This design comes from an exercise in tuning for small area, a short achievable clock period and few clock cycles on the open sky130 flow, not from production work. Function was checked by simulation only, so behaviour that the tests miss may differ from the original. Power is estimated from default activity; no workload was simulated.

Design chunk_bounds_centroid_reduce, start of the top module:
module chunk_bounds_centroid_reduce #(
   parameter int CHUNK_LEN = cbcr_pkg::CHUNK_LEN_DEF
) (
   input  logic         clock,
   input  logic         reset,
   input  logic         req_tvalid,
   output logic         req_tready,
   input  logic [191:0] req_tdata,
   input  logic         req_tlast,
   output logic         rsp_tvalid,
   input  logic         rsp_tready,
   output logic [375:0] rsp_tdata
);
Size: roughly 4800 cells after synthesis, about 530 flip-flops, ~580 I/O pins, roughly 0.044 mm^2 of cells after synthesis.
export LEC_CHECK = 0
export CAP_MARGIN = 20
export CORE_MARGIN = 2
export CORE_UTILIZATION = 40
export CTS_BUF_LIST = sky130_fd_sc_hd__clkbuf_4 sky130_fd_sc_hd__clkbuf_8
export SLEW_MARGIN = 20
export TNS_END_PERCENT = 5
create_clock -name core_clock -period 13.0 [get_ports {clock}]
standard.sh (not shown) runs the stock make flow with config.mk's settings and CLKGATE_MAP_FILE= SYNTH_SCRIPT=/design/flow/synth_recipe.tcl, a recipe that flattens the netlist after the stock synthesis.
==> flow/flow/run.sh <==
#!/bin/bash
# The standard layout, except: adders' carry logic starts from the map in
# flow/lcu.v, the port buffers are the smallest buffer cell, and timing
# repair aims for more setup slack.
set -euo pipefail
here=$(pwd)
bash standard.sh "SYNTH_OPERATIONS_ARGS=-extra-map $here/flow/lcu.v" \
   "BUFFER_PORTS_ARGS=-buffer_cell sky130_fd_sc_hd__buf_1" SETUP_SLACK_MARGIN=8 finish > standard.log 2>&1
==> flow/flow/lcu.v <==
(* techmap_celltype = "$lcu" *)
module _80_lcu_sklansky (P, G, CI, CO);
	parameter WIDTH = 2;

	(* force_downto *)
	input [WIDTH-1:0] P, G;
	input CI;

	(* force_downto *)
	output [WIDTH-1:0] CO;

	integer i, j;
	(* force_downto *)
	reg [WIDTH-1:0] p, g;

	wire [1023:0] _TECHMAP_DO_ = "proc; opt -fast";

	always @* begin
		p = P;
		g = G;

		// in almost all cases CI will be constant zero
		g[0] = g[0] | (p[0] & CI);

		for (i = 0; i < $clog2(WIDTH); i = i + 1) begin
			// iterate in reverse so we don't confuse a result from this stage and the previous
			for (j = WIDTH - 1; j >= 0; j = j - 1) begin
				if (j & 2**i) begin
					g[j] = g[j] | p[j] & g[(j & ~(2**i - 1)) - 1];
					p[j] = p[j] & p[(j & ~(2**i - 1)) - 1];
				end
			end
		end
	end

	assign CO = g;
endmodule
The baseline finished clean.
Testbench counts at the start, summed over its fixed seeds: cycles 79,926.
Edit:
- CTS_BUF_LIST: sky130_fd_sc_hd__clkbuf_4 sky130_fd_sc_hd__clkbuf_8 -> default
Hold slack got worse by 9.7 ps.
Worst setup slack got worse by 57 ps.
Routed wire length falls by 1.7%.
Die area does not change.
Edit:
- CORE_UTILIZATION: 40 -> 60
- CTS_CLUSTER_DIAMETER: default -> 60
- CTS_CLUSTER_SIZE: default -> 25
- PLACE_DENSITY: default -> 0.8
Result: Maximum frequency came out lower by 1.4%; first-iteration DRC count rises by about 34%; power went down by about 3.4%; hold slack gains 10 ps.
Edit:
- CORE_UTILIZATION: 60 -> 40
- CTS_BUF_LIST: default -> sky130_fd_sc_hd__clkbuf_4 sky130_fd_sc_hd__clkbuf_8
- CTS_CLUSTER_DIAMETER: 60 -> default
- CTS_CLUSTER_SIZE: 25 -> default
- PLACE_DENSITY: 0.8 -> default
- TNS_END_PERCENT: 5 -> 0
Design area rose by 1.6%.
Register-to-register slack improved by 30 ps.
Via count fell by 3.2%.
Synthesized cell count is unchanged.
Edit:
--- a/flow/flow/run.sh
+++ b/flow/flow/run.sh
@@ -6,3 +6,3 @@
 here=$(pwd)
 bash standard.sh "SYNTH_OPERATIONS_ARGS=-extra-map $here/flow/lcu.v" \
-   "BUFFER_PORTS_ARGS=-buffer_cell sky130_fd_sc_hd__buf_1" SETUP_SLACK_MARGIN=8 finish > standard.log 2>&1
+   "BUFFER_PORTS_ARGS=-buffer_cell sky130_fd_sc_hd__buf_1" SETUP_SLACK_MARGIN=8.5 finish > standard.log 2>&1
- TNS_END_PERCENT: 0 -> 5
After rerunning: Critical path depth is unchanged; global-route usage is higher by 0.46 points; fmax is higher slightly; power hardly moves; design area is higher slightly; worst setup slack gains 80 ps; final cell count is higher slightly; clock skew is lower by 46 ps; routed wire length is higher slightly.
Edit:
--- a/flow/flow/run.sh
+++ b/flow/flow/run.sh
@@ -6,3 +6,3 @@
 here=$(pwd)
 bash standard.sh "SYNTH_OPERATIONS_ARGS=-extra-map $here/flow/lcu.v" \
-   "BUFFER_PORTS_ARGS=-buffer_cell sky130_fd_sc_hd__buf_1" SETUP_SLACK_MARGIN=8.5 finish > standard.log 2>&1
+   "BUFFER_PORTS_ARGS=-buffer_cell sky130_fd_sc_hd__buf_1" SETUP_SLACK_MARGIN=8 finish > standard.log 2>&1
- CORE_UTILIZATION: 40 -> 60
- CTS_BUF_LIST: sky130_fd_sc_hd__clkbuf_4 sky130_fd_sc_hd__clkbuf_8 -> default
- PLACE_DENSITY: default -> 0.8
The new run went through all stages and came out clean. Non-clock buffer count goes down by 20. First-iteration DRC count goes up by 45%. Core utilization goes up by 22 points. Total power goes down by 0.63%. Global-route usage goes up by 9.7 points. Worst setup slack got worse by 65 ps. Via count goes up by 3.2%. Design area goes down by 2.5%.

-- what the ideal ports hide --
Ports are ideal in the flow. The routed layouts listed here were re-timed in OpenROAD. Step 1 sets driving cells, clkbuf_16 on the clock port and buf_2 on the other inputs (assumed; they add their load-dependent delay and slew). Step 2 also shifts input and output timing later by t, the mid clock arrival at the registers, as if the neighbouring blocks saw the same clock. Three values: ideal ports, drivers, drivers and shift; two values: the first two.
run	t (ns)	setup slack, ns	slew at the worst register clock pin (ns)
the first run	0.841	7.503 / 7.503 / 6.811	0.09 / 0.09
the second run	0.716	7.446 / 7.446 / 7.003	0.07 / 0.07
the third run	0.684	7.370 / 7.370 / 6.988	0.09 / 0.09
the fourth run	0.857	7.399 / 7.399 / 6.744	0.08 / 0.08
the fifth run	0.843	7.479 / 7.479 / 7.015	0.07 / 0.07
the sixth run	0.696	7.413 / 7.413 / 6.977	0.07 / 0.07
After both steps every run listed still meets setup and hold. For the first run, which loses most, drivers alone change the setup slack by 0.000 ns; drivers and shift together by -0.692 ns.
